What follows belongs to an exercise in optimizing a design on an open flow for small area, a short achievable clock period and few clock cycles; a production flow would make more cautious choices.
Only simulation tests tie the RTL to the original design; equivalence was not proved.
Power and IR drop assume default switching activity.

### run.sh
#!/bin/bash
# synth_recipe.tcl (not shown) runs the flow's synth.tcl, then flattens the netlist and writes it again
# the make line also repeats each setting of config.mk as NAME=value (left out here)
make -C /OpenROAD-flow-scripts/flow DESIGN_CONFIG=/design/flow/config.mk WORK_HOME=/design/flow/orfs CLKGATE_MAP_FILE= SYNTH_SCRIPT=/design/flow/synth_recipe.tcl finish
### config.mk
export PLATFORM = sky130hd
export DESIGN_NAME = dcp_top
export DESIGN_NICKNAME = dcp_top
export VERILOG_FILES = /design/flow/design.v
export SDC_FILE = /design/flow/constraint.sdc
export NUM_CORES = 4
export LEC_CHECK = 0
export CAP_MARGIN = 20
export CORE_MARGIN = 2
export CORE_UTILIZATION = 35
export SLEW_MARGIN = 20
export SYNTH_MEMORY_MAX_BITS = 16384
### constraint.sdc
create_clock -name core_clock -period 8.0 [get_ports {clk}]
set_input_delay 1.6000 -clock core_clock [delete_from_list [all_inputs] [get_ports {clk}]]
set_output_delay 1.6000 -clock core_clock [all_outputs]
set_load 0.01 [all_outputs]
### design.v
`timescale 1ns/1ps
package dcp_pkg;
    typedef enum logic [3:0] {
        SRC_IDLE,
        SRC_DASH,
        SRC_WAIT,
        SRC_ADDR,
        SRC_COLON,
        SRC_DATA,
        SRC_CR,
        SRC_LF,
        SRC_END
    } src_t;
endpackage
`timescale 1ns/1ps
module dcp_data_mem (
    input  logic                   clk,
    input  logic                   we,
    input  logic [8-1:0] waddr,
    input  logic [31:0]            wdata,
    input  logic [8-1:0] raddr,
    output logic [31:0]            rdata
);
    logic [31:0] mem [0:256-1];
    always_ff @(posedge clk) begin
        if (we) begin
            mem[waddr] <= wdata;
        end
    end
    assign rdata = mem[raddr];
endmodule
`timescale 1ns/1ps
module dcp_top (
    input  logic                   clk,
    input  logic                   rstn,
    input  logic                   rx_valid,
    input  logic [7:0]             rx_byte,
    input  logic                   tx_ready,
    output logic                   tx_valid,
    output logic [7:0]             tx_byte,
    input  logic                   mem_we,
    input  logic [8-1:0] mem_addr,
    input  logic [31:0]            mem_wdata,
    output logic                   busy
);
    dcp_pkg::src_t          src;
    logic                   busy_q;
    logic                   vq;         
    logic [7:0]             txq;
    logic                   arg_open;   
    logic                   got;        
    logic [31:0]            acc;        
    logic [31:0]            next_addr;
    logic [8-1:0] rd_ptr;
    logic [2:0]             nib_cnt;
    logic [2:0]             word_cnt;
    logic [31:0]            word_q;
    logic [31:0]            rd_data;
    logic       take_d, cr_now, hex_now, ld, nv;
    logic       is_hex;
    logic [3:0] hex_nib;
    logic [31:0] start;
    logic [3:0] data_nib;
    logic       word_ld;
    logic [3:0] pr_nib;
    logic [7:0] pr_ch;
    always_comb begin
        is_hex  = 1'b1;
        hex_nib = rx_byte[3:0];
        if (rx_byte >= 8'h30 && rx_byte <= 8'h39) begin
            hex_nib = rx_byte[3:0];
        end else if ((rx_byte >= 8'h41 && rx_byte <= 8'h46) ||
                     (rx_byte >= 8'h61 && rx_byte <= 8'h66)) begin
            hex_nib = rx_byte[3:0] + 4'd9;
        end else begin
            is_hex = 1'b0;
        end
    end
    assign take_d  = !busy_q && rx_valid && (rx_byte == 8'h44);
    assign cr_now  = arg_open && rx_valid && (rx_byte == 8'h0D);
    assign hex_now = arg_open && rx_valid && is_hex;
    assign start   = got ? acc : next_addr;
    assign ld = !vq || tx_ready;
    assign nv = !arg_open || cr_now;
    assign data_nib = word_q[4 * (3'd7 - nib_cnt) +: 4];
    assign word_ld  = ld && ((src == dcp_pkg::SRC_COLON) ||
                             (src == dcp_pkg::SRC_DATA && nib_cnt == 3'd7));
    always_comb begin
        case (src)
            dcp_pkg::SRC_WAIT: pr_nib = start[31:28];
            dcp_pkg::SRC_ADDR: pr_nib = acc[31:28];
            default:           pr_nib = data_nib;
        endcase
    end
    assign pr_ch = (pr_nib < 4'd10) ? (8'h30 + {4'h0, pr_nib})
                                    : (8'h37 + {4'h0, pr_nib});
    assign busy     = busy_q;
    assign tx_valid = vq && tx_ready;
    assign tx_byte  = txq;
    always_ff @(posedge clk or negedge rstn) begin
        if (!rstn) begin
            src       <= dcp_pkg::SRC_IDLE;
            busy_q    <= 1'b0;
            vq        <= 1'b0;
            arg_open  <= 1'b0;
            next_addr <= '0;
        end else begin
            if (cr_now) begin
                arg_open  <= 1'b0;
                next_addr <= start + 32'd8;
            end
            case (src)
                dcp_pkg::SRC_IDLE: begin
                    if (take_d) begin
                        busy_q   <= 1'b1;
                        vq       <= 1'b1;
                        arg_open <= 1'b1;
                        src      <= dcp_pkg::SRC_DASH;
                    end
                end
                dcp_pkg::SRC_DASH: begin
                    if (ld) src <= dcp_pkg::SRC_WAIT;
                end
                dcp_pkg::SRC_WAIT: begin
                    if (ld) begin
                        vq <= nv;
                        if (nv) src <= dcp_pkg::SRC_ADDR;
                    end
                end
                dcp_pkg::SRC_ADDR: begin
                    if (ld && nib_cnt == 3'd6) src <= dcp_pkg::SRC_COLON;
                end
                dcp_pkg::SRC_COLON: begin
                    if (ld) src <= dcp_pkg::SRC_DATA;
                end
                dcp_pkg::SRC_DATA: begin
                    if (ld && nib_cnt == 3'd7 && word_cnt == 3'd7) src <= dcp_pkg::SRC_CR;
                end
                dcp_pkg::SRC_CR: begin
                    if (ld) src <= dcp_pkg::SRC_LF;
                end
                dcp_pkg::SRC_LF: begin
                    if (ld) src <= dcp_pkg::SRC_END;
                end
                dcp_pkg::SRC_END: begin
                    if (ld) begin
                        vq     <= 1'b0;
                        busy_q <= 1'b0;
                        src    <= dcp_pkg::SRC_IDLE;
                    end
                end
                default: begin
                    src <= dcp_pkg::SRC_IDLE;
                end
            endcase
        end
    end
    always_ff @(posedge clk) begin
        case (src)
            dcp_pkg::SRC_IDLE:  txq <= 8'h44;
            dcp_pkg::SRC_DASH:  if (ld) txq <= 8'h2D;
            dcp_pkg::SRC_WAIT:  if (ld) txq <= pr_ch;
            dcp_pkg::SRC_ADDR:  if (ld) txq <= pr_ch;
            dcp_pkg::SRC_COLON: if (ld) txq <= 8'h3A;
            dcp_pkg::SRC_DATA:  if (ld) txq <= pr_ch;
            dcp_pkg::SRC_CR:    if (ld) txq <= 8'h0D;
            dcp_pkg::SRC_LF:    if (ld) txq <= 8'h0A;
            default: ;
        endcase
    end
    always_ff @(posedge clk) begin
        if (take_d) begin
            acc <= '0;
            got <= 1'b0;
        end else begin
            if (src == dcp_pkg::SRC_WAIT && ld && nv) begin
                acc <= {start[27:0], 4'h0};
            end else if (src == dcp_pkg::SRC_ADDR && ld) begin
                acc <= {acc[27:0], 4'h0};
            end else if (cr_now) begin
                acc <= start;
            end else if (hex_now) begin
                acc <= {acc[27:0], hex_nib};
            end
            if (cr_now || hex_now) got <= 1'b1;
        end
    end
    always_ff @(posedge clk) begin
        if (src == dcp_pkg::SRC_WAIT) begin
            nib_cnt <= '0;
        end else if (src == dcp_pkg::SRC_COLON) begin
            nib_cnt  <= '0;
            word_cnt <= '0;
        end else if (ld && (src == dcp_pkg::SRC_ADDR || src == dcp_pkg::SRC_DATA)) begin
            nib_cnt <= nib_cnt + 3'd1;
            if (nib_cnt == 3'd7) word_cnt <= word_cnt + 3'd1;
        end
        if (cr_now) begin
            rd_ptr <= start[8-1:0];
        end else if (word_ld) begin
            rd_ptr <= rd_ptr + 1'b1;
        end
        if (word_ld) begin
            word_q <= rd_data;
        end
    end
    dcp_data_mem u_mem (
        .clk   (clk),
        .we    (mem_we),
        .waddr (mem_addr),
        .wdata (mem_wdata),
        .raddr (rd_ptr),
        .rdata (rd_data)
    );
endmodule
==> run_results.csv, run 1 <==
group,metric,value,unit
drt,drt-met1-wl,381,mm
die,core-area,0.913,mm2
yosys,ys_warn_count,2,
drt,highest_layer,"met5",
cells_and_area,nets,15200,
placement,portBuffers,61,
placement,dp_hpwl,596,mm
timing,finalMaxSlewViolations,0,
timing,fmax,0.173,GHz
clock_tree,cts_buffers,822,
worst_setup_path,timing.rr.end,"word_q[16]",
yosys,synthFlopType,"edfxtp_1",
drt,viasPerCell,5.79,
worst_setup_path,crit_path_end_kind,"flop",
drt,drt_iter0_markers,28200,
placement,gp_congestion,0.884,
worst_setup_path,reg2reg_depth,9,
drt,met2_length,441,mm
yosys,synth_area_leader_cell,"edfxtp_1",
yosys,syn_nets,14500,
cells_and_area,layout-drive-gt1-share,0.261,
drt,dr.pass1.iters,9,
timing,post-route-period-util,0.724,
power,power_leakage,0.114,uW
worst_setup_path,reg2reg_from,"rd_ptr[0]",
worst_setup_path,critical_path_class,"flop to flop",
worst_setup_path,critPathArrivalTime,6.80,ns
global_route,grt_pass1_wl,1330,mm
clock_tree,cts_buffer_depth,4,
die,die-area,0.924,mm2
clock_tree,clock_latency,1.25,ns
clock_tree,postCtsResizedCells,0,
yosys,synth_area,0.321,mm2
drt,wl_met3,112,mm
worst_setup_path,reg2reg_slack,2.20,ns
drt,totalWireLength,978,mm
global_route,antenna_found_initial,97,
drt,drc,0,
drt,wire_per_inst,34.8,um
drt,drtAntennaViolNets,0,
worst_setup_path,startpoint_type,"flop",
clock_tree,clkSinkCount,8317,
power,p_per_area,283,mW/mm2
timing,rsz0062_at_grt,"false",
power,irDropWorstVdd,0.265,mV
clock_tree,clk_pin_slew,0.06,ns
yosys,async_flop_share,0.00469,
global_route,grt.overflow.total,0,
clock_tree,cts_tree,"built",
timing,setup_violations,0,
worst_setup_path,crit_fanout,44,
clock_tree,cts_setup_buffers,0,
yosys,synth_edf_count,8242,
yosys,ys_seq_area_frac,0.777,
global_route,grt_util_all_layers,0.205,
yosys,syn_avg_cell_area,22.2,um2
die,start_util,0.351,
clock_tree,cts_root_buf,"clkbuf_16",
die,fp.dieH,961,um
global_route,grt_max_degree,160,
yosys,ys_seq_elements,8317,
global_route,first_global_vias,155000,
worst_setup_path,required,9.01,ns
yosys,synthCells,14500,
cells_and_area,final_core_util,0.404,
run_status,status,"finished clean",
yosys,synthTopCellsByArea,"edfxtp_1 (77%), mux4_2 (14%), mux2i_1 (2.5%)",
placement,placed_cell_area,0.342,mm2
clock_tree,postCtsHoldBufs,0,
timing,finClkSkew,0.133,ns
yosys,synth.distinct_cells,87,
cells_and_area,fin_area,0.369,mm2
drt,vias,163000,
job,maxCapViolations,0,
timing,setup_tns,0,ns
timing,final_hold_viol_count,0,
timing,maxSlewHeadroom,0.0750,
die,io_pins,63,
timing,worst_slew_pin_slew,1.39,ns
die,std_cell_rows,351,
min_path,worstHoldPathType,"primary input to asynchronous set/reset pin",
clock_tree,htreeDepth,6,
yosys,synth_top_area_share,0.772,
cells_and_area,areaGrowthSynthToFinish,15.1,%
die,die_w,961,um
timing,post-route-min-period,5.80,ns
==> metal layers <==
| layer | vias up | GRT usage |
|---|---|---|
| met2 | 9978 | 0.309 |
| met1 | 87900 | 0.289 |
| li1 | 63100 | - |
| met3 | 1532 | 0.0497 |
| met4 | 16 | 0.0760 |
| met5 | - | 0 |
==> cell type report <==
type / instances / area, um2
diodes: 46 / 115
clock buffers: 1019 / 21300
clock inverters: 488 / 4850
fillers: 79500 / 544000
inverters: 28 / 133
multi-input cells: 5260 / 69200
flip-flops and latches: 8317 / 249000
well taps: 12200 / 15200
repair buffers: 733 / 9010
==> where the power goes <==
part	switching, uW	total [uW]	internal, uW
Combinational	12100	18200	6110
Sequential	230	48500	48200
Clock	16900	37800	20800
==> placed cells by master (no fill, tap or decap), drive strengths merged, types with 35 or more instances in the layout <==
cell type / instances
buf: 700
clkbuf: 1025
o221ai: 73
a221oi: 184
dfxtp: 36
nor2: 422
mux2i: 802
dfrtp: 39
nand3: 68
a22oi: 137
o211ai: 35
a21oi: 344
nor3: 48
edfxtp: 8242
o21ai: 247
inv: 44
nand2: 303
bufinv: 56
a211oi: 73
a31oi: 51
diode: 46
clkinv: 399
o22ai: 98
mux4: 1957
==> logic make-up (layout without fill, tap and decap cells) <==
logic type	Yosys count	after routing	share of synthesized area
other	1	47	0.0000117
and+or+nand+nor	988	988	0.0135
DFF	8317	8317	0.777
xor gates and xnor gates	35	35	0.000956
muxes	2774	2774	0.163
adders and majority gates	11	11	0.000429
AOI/OAI and AO/OA	1451	1451	0.0306
buffers and inverters	885	2268	0.0147
==> state kept, by name, summed over array words and instances, names as in the netlist <==
signal / count
rd_ptr: 8
src: 4
u_mem.mem: 8192
acc: 32
arg_open: 1
txq: 7
nib_cnt: 3
busy_q: 1
word_q: 32
vq: 1
got: 1
next_addr: 32
word_cnt: 3
==> critical path: stages (launching register included) <==
cell and delay [ns]:
edfxtp_1 1.00, buf_12 0.47, buf_4 0.58, mux4_2 0.58, a22o_1 0.25, a221oi_1 0.53, o21ai_0 0.45, a221oi_1 1.06
a311oi_1 0.25, a31o_2 0.30
==> Yosys cell counts, types with 73 or more instances <==
| cell type | count |
|---|---|
| clkbuf_1 | 372 |
| nand2_1 | 303 |
| a221oi_1 | 184 |
| o221ai_1 | 73 |
| o21ai_0 | 245 |
| nor2_1 | 420 |
| edfxtp_1 | 8242 |
| a22oi_1 | 137 |
| buf_2 | 197 |
| buf_1 | 74 |
| a21oi_1 | 343 |
| o22ai_1 | 98 |
| mux4_2 | 1957 |
| mux2i_1 | 801 |
| a211oi_1 | 73 |
| buf_6 | 93 |
| buf_4 | 121 |
==> how the worst max path moves through the flow <==
stage / from / cells after the start / endpoint
2_1_floorplan: tx_ready / 4 / rd_ptr[0]
3_3_place_gp: rd_ptr[0] / 10 / word_q[29]
3_5_place_dp: rx_byte[2] / 10 / acc[11]
4_1_cts: rd_ptr[0] / 8 / word_q[16]
5_1_grt: rd_ptr[0] / 10 / word_q[29]
6_report: rd_ptr[0] / 9 / word_q[16]
==> metrics by stage <==
step                instances  hold slack [ns]  worst slack, ns  power [uW]
global route            28000            0.400             2.22      107000
finish                  28100            0.398             2.20      104000
floorplan               14500            0.438             1.62       58800
CTS                     28000            0.478             2.28      105000
global placement        26400            0.449             1.94       67200
detailed placement      26500            0.465             2.05       67300
Testbench counts, summed over its fixed seeds: cycles 33,485.
==> run 2, diff against run 1 <==
--- a/design.v
+++ b/design.v
@@ -20,12 +20,47 @@
     input  logic [31:0]            wdata,
-    input  logic [8-1:0] raddr,
+    input  logic [15:0]            rd_hi,
+    input  logic [15:0]            rd_lo,
     output logic [31:0]            rdata
 );
-    logic [31:0] mem [0:256-1];
-    always_ff @(posedge clk) begin
-        if (we) begin
-            mem[waddr] <= wdata;
-        end
-    end
-    assign rdata = mem[raddr];
+    logic [31:0] mem  [0:256-1];
+    logic [31:0] grp  [0:15];
+    logic [31:0] part [0:3];
+    logic [31:0] part_q [0:3];
+    logic                   we_q;
+    logic [8-1:0] waddr_q;
+    logic [31:0]            wdata_q;
+    always_ff @(posedge clk) begin
+        we_q    <= we;
+        waddr_q <= waddr;
+        wdata_q <= wdata;
+    end
+    for (genvar i = 0; i < 256; i++) begin : g_word
+        always_ff @(posedge clk) begin
+            if (we_q && waddr_q == i) begin
+                mem[i] <= wdata_q;
+            end
+        end
+    end
+    always_comb begin
+        for (int h = 0; h < 16; h++) begin
+            grp[h] = '0;
+            for (int l = 0; l < 16; l++) begin
+                grp[h] = grp[h] | ({32{rd_lo[l]}} & mem[16 * h + l]);
+            end
+        end
+    end
+    always_comb begin
+        for (int p = 0; p < 4; p++) begin
+            part[p] = '0;
+            for (int h = 4 * p; h < 4 * p + 4; h++) begin
+                part[p] = part[p] | ({32{rd_hi[h]}} & grp[h]);
+            end
+        end
+    end
+    always_ff @(posedge clk) begin
+        for (int p = 0; p < 4; p++) begin
+            part_q[p] <= part[p];
+        end
+    end
+    assign rdata = part_q[0] | part_q[1] | part_q[2] | part_q[3];
 endmodule
@@ -53,3 +88,4 @@
     logic [31:0]            next_addr;
-    logic [8-1:0] rd_ptr;
+    logic [15:0]            rd_hi;      
+    logic [15:0]            rd_lo;
     logic [2:0]             nib_cnt;
@@ -198,5 +234,7 @@
         if (cr_now) begin
-            rd_ptr <= start[8-1:0];
+            rd_hi <= 16'h0001 << start[7:4];
+            rd_lo <= 16'h0001 << start[3:0];
         end else if (word_ld) begin
-            rd_ptr <= rd_ptr + 1'b1;
+            rd_lo <= {rd_lo[14:0], rd_lo[15]};
+            if (rd_lo[15]) rd_hi <= {rd_hi[14:0], rd_hi[15]};
         end
@@ -211,3 +249,4 @@
         .wdata (mem_wdata),
-        .raddr (rd_ptr),
+        .rd_hi (rd_hi),
+        .rd_lo (rd_lo),
         .rdata (rd_data)
==> flow/run.sh (new file) <==
#!/bin/bash
# Own layout flow: the standard layout (standard.sh, all steps), with two changes:
#  - the port buffers are buf_4 cells instead of the delay buffers buffer_ports picks by itself;
#  - the clock tree uses larger sink clusters and no dummy loads.
# make's output goes to standard.log here; ORFS keeps each step's log under orfs/logs/.
set -euo pipefail
export BUFFER_PORTS_ARGS="-buffer_cell sky130_fd_sc_hd__buf_4"
export CTS_ARGS="-sink_clustering_enable -repair_clock_nets -sink_clustering_size 30 -sink_clustering_max_diameter 60 -dont_use_dummy_load"
bash standard.sh > standard.log 2>&1
==> standard.sh (new file) <==
#!/bin/bash
# synth_recipe.tcl (not shown) runs the flow's synth.tcl, then flattens the netlist and writes it again
# the make line also repeats each setting of config.mk as NAME=value (left out here)
make -C /OpenROAD-flow-scripts/flow DESIGN_CONFIG=/design/flow/config.mk WORK_HOME=/design/flow/orfs CLKGATE_MAP_FILE= SYNTH_SCRIPT=/design/flow/synth_recipe.tcl "${@:-finish}"
--- a/config.mk
+++ b/config.mk
@@ -9,3 +9,5 @@
 export CORE_MARGIN = 2
-export CORE_UTILIZATION = 35
+export CORE_UTILIZATION = 65
+export PLACE_DENSITY = 0.75
+export SETUP_SLACK_MARGIN = 4.3
 export SLEW_MARGIN = 20
removed: run.sh
==> run 2 against run 1 <==
Compared with the run above:
- hold slack improved by 0.083 ns
- global-route usage grew 18 points
- worst setup slack improved by 1.8 ns
- sequential power increased by 2%
- via count up 8.3%
- first-iteration DRC count increased by 25%
- clock power fell by 34%
- die area fell by 49%
- critical path depth down 2
- cell area fell by 10%
- core utilization grew 30 points
==> run_results.csv, run 2 <==
group,metric,value,unit
yosys,synthFlopType,"edfxtp_1",
cells_and_area,nets,16200,
cells_and_area,largest_reg_flops,8192,
clock_tree,htreeDepth,6,
die,io_pins,63,
global_route,first_global_vias,166000,
yosys,synth_mux_area_frac,0.00201,
global_route,grt_max_degree,190,
clock_tree,cts_root_buf,"clkbuf_16",
yosys,synthCells,16000,
drt,viasPerCell,7.87,
die,die_w,688,um
yosys,ys_seq_elements,8510,
yosys,synth_area_leader_cell,"edfxtp_1",
global_route,grt_pass1_wl,1260,mm
cells_and_area,layout-drive-gt1-share,0.100,
placement,dp.cells,21800,
yosys,syn_avg_cell_area,19.1,um2
placement,dp_hpwl,491,mm
yosys,synthTopCellsByArea,"edfxtp_1 (82%), a22o_1 (4.1%), a221oi_1 (4.1%)",
placement,portBuffers,61,
worst_setup_path,path_cells,"buf_12 -> buf_4 -> a22o_1 -> a221oi_1 -> nand4_1 -> a22oi_1 -> nand3_1",
worst_setup_path,critPathArrivalTime,4.89,ns
clock_tree,clk_pin_slew,0.07,ns
worst_setup_path,critPathMaxStageDelay,1.05,ns
timing,rsz0062_at_grt,"true",
clock_tree,cts_buffer_depth,4,
global_route,grt_util_all_layers,0.383,
cells_and_area,areaGrowthSynthToFinish,8.52,%
drt,vias,176000,
global_route,antenna_found_initial,59,
yosys,ys_seq_area_frac,0.832,
yosys,async_flop_share,0.00458,
die,std_cell_rows,251,
yosys,ys_warn_count,6,
worst_setup_path,crit_fanout,67,
worst_setup_path,crit_path_end_kind,"flop",
die,die-area,0.474,mm2
clock_tree,cts_tree,"built",
timing,fmax,0.253,GHz
yosys,synth-simple-area-share,0.0263,
worst_setup_path,startpoint_type,"flop",
cells_and_area,final_cells,22400,
worst_setup_path,reg2reg_slack,4.04,ns
timing,maxSlewHeadroom,0.107,
job,maxCapViolations,0,
clock_tree,postCtsHoldBufs,0,
drt,totalWireLength,921,mm
drt,wire_per_inst,41.2,um
clock_tree,clkSinkCount,8510,
clock_tree,cts_buffers,521,
worst_setup_path,critical_path_class,"flop to flop",
power,p_per_area,256,mW/mm2
die,fp.dieH,688,um
die,start_util,0.652,
global_route,grt.overflow.total,0,
worst_setup_path,timing.rr.end,"u_mem.part_q[1][0]",
placement,gp_congestion,0.912,
timing,finalMaxSlewViolations,0,
worst_setup_path,reg2reg_from,"rd_lo[11]",
clock_tree,clock_latency,1.13,ns
timing,post-route-min-period,3.96,ns
yosys,yosysMostFrequentCell,"edfxtp_1",
timing,setup_tns,0,ns
yosys,yosys-top-cells-count,"edfxtp_1 (8266), a22o_1 (1417), a22oi_1 (1415)",
yosys,synth_area,0.305,mm2
timing,worst_slew_pin_slew,1.33,ns
yosys,synthXorXnorAreaFrac,0.000777,
yosys,syn_nets,16000,
cells_and_area,layout_common_cells,"edfxtp_1 (8266), a22o_1 (1417), a221oi_1 (1410)",
yosys,synth_compound_area_frac,0.125,
cells_and_area,largest-register,"u_mem.mem",
yosys,synth_edf_count,8266,
cells_and_area,layout_commonest_cell,"edfxtp_1",
power,irDropWorstVdd,0.264,mV
min_path,min_from,"next_addr[13]",
timing,final_hold_viol_count,0,
min_path,worstHoldPathType,"flop to flop",
die,core-area,0.467,mm2
drt,dr.pass1.iters,8,
min_path,holdPathEnd,"next_addr[13]",
power,power_leakage,0.102,uW
drt,drc,0,
timing,post-route-period-util,0.495,
cells_and_area,top_regs,"u_mem.mem: 8192 flops, u_mem.part_q: 128 flops",
run_status,status,"finished clean",
yosys,synth.distinct_cells,85,
timing,finClkSkew,0.117,ns
drt,drt_iter0_markers,35300,
drt,drtAntennaViolNets,0,
worst_setup_path,reg2reg_depth,7,
yosys,synth_top_area_share,0.815,
yosys,synth_top_family_by_area,"compound AO/OA/AOI/OAI gates",
yosys,synthAdderAreaFrac,0.000452,
worst_setup_path,cpMaxStageDelayCell,"a22oi_1",
min_path,hold_depth,2,
timing,setup_violations,0,
worst_setup_path,required,8.93,ns
cells_and_area,fillers,26900,
[run 2: cell types whose count changed after synthesis, moves of 118 or more]
cell	previous run	this run
mux2i_1	801	33
a21oi_1	343	42
mux4_2	1957	8
buf_4	121	3
a22o_1	15	1417
nand4_1	13	387
clkbuf_1	372	922
nand2_1	303	141
nand3_1	68	543
a221oi_1	184	1410
buf_2	197	14
dfxtp_1	36	205
a22oi_1	137	1415
[run 2: worst max-delay path by stage]
stage | startpoint | to
after floorplan | tx_ready | rd_lo[0]
after global placement | rx_byte[1] | acc[4]
after detailed placement | rx_byte[1] | acc[19]
after CTS | u_mem.waddr_q[0] | u_mem.mem[193][20]
after global routing | u_mem.waddr_q[2] | u_mem.mem[167][15]
final | rd_lo[11] | u_mem.part_q[1][0]
[run 2: logic make-up (layout without fill, tap and decap cells)]
kind of cell               Yosys count  count (layout)
xor gates and xnor gates            27              27
DFF                               8510            8510
adders and majority gates           11              11
AOI/OAI and AO/OA                 4714            4714
muxes                               50              50
and+or+nand+nor                   1564            1565
buffers and inverters             1076            1240
other                                1              36
[run 2: through the flow]
stage / utilization / power (uW) / hold slack, ns / instance area (um2) / setup slack (ns)
2_1_floorplan: - / 55800 / 0.445 / 305000 / 4.09
3_3_place_gp: 0.677 / 60000 / 0.466 / 316000 / 3.41
3_5_place_dp: 0.678 / 60200 / 0.469 / 317000 / 3.40
4_1_cts: 0.707 / 84000 / 0.466 / 330000 / 4.18
5_1_grt: 0.707 / 86000 / 0.512 / 330000 / 4.18
6_report: 0.708 / 84500 / 0.481 / 330000 / 4.04
[run 2: final cells by class]
cell class,instances,area [um2],share of cell area
antenna,35,87.6,0.000265
sequential,8510,253000,0.767
clock buffer,521,13000,0.0395
timing repair buffer,703,6580,0.0199
inverter,16,60.1,0.000182
tap,6198,7750,0.0235
multi-input combinational,6368,49500,0.150
[run 2: critical path, delay by kind of cell, from the launching register on]
family / cells / cell delay, ns
AOI/OAI and AO/OA: 3 / 1.53
buffers and inverters: 2 / 0.81
DFF: 1 / 0.80
and+or+nand+nor: 2 / 0.51
[run 2: timing repair]
action,in CTS,in global routing
setup endpoints to repair,814,493
cloned,1,0
gates resized for setup,12,29
pin swaps,5,3
hold endpoints to repair,0,0
buffers inserted,6,12
[run 2: report_power, final]
part / total, uW / internal [uW] / switching [uW]
clock: 24900 / 11600 / 13300
sequential: 49700 / 49100 / 566
combinational: 9930 / 2680 / 7260
total: 84500 / 63400 / 21100
[run 2: layer usage]
metal	GRT usage	vias up	part of all wire
li1	-	67900	-
met1	0.527	88900	0.33
met2	0.563	16700	0.44
met3	0.115	2394	0.17
met4	0.195	36	0.061
met5	0	-	0.00030
Testbench counts of run 2, summed over its fixed seeds: cycles 33,485.

what the ideal ports hide:
The results above use ideal ports. As a check the final layouts listed here were re-extracted and re-timed, cells and wires unchanged.
Step 1 (the two cells are an assumption about what drives the block):
set clk [get_ports {clk}]
set_driving_cell -lib_cell sky130_fd_sc_hd__clkbuf_16 $clk
set_driving_cell -lib_cell sky130_fd_sc_hd__buf_2 [delete_from_list [all_inputs] $clk]
Step 2, shift: input delay + t, output delay - t, t = (earliest + latest rising clock arrival at the registers) / 2. This alone moves slack from input paths to output paths.
Slacks: ideal ports / drivers / drivers and shift; pairs: ideal ports / drivers.
run	t (ns)	slack for setup (ns)	worst setup path after step 2	slew at the worst register clock pin (ns)
run 1	1.342	2.205 / 2.205 / 1.806	input to register	0.07 / 0.07
run 2	1.195	4.042 / 4.042 / 3.507	input to register	0.11 / 0.11
After both steps setup and hold are still met in every run listed. For run 2, which loses most, drivers alone change the setup slack by 0.000 ns; drivers and shift together by -0.535 ns.
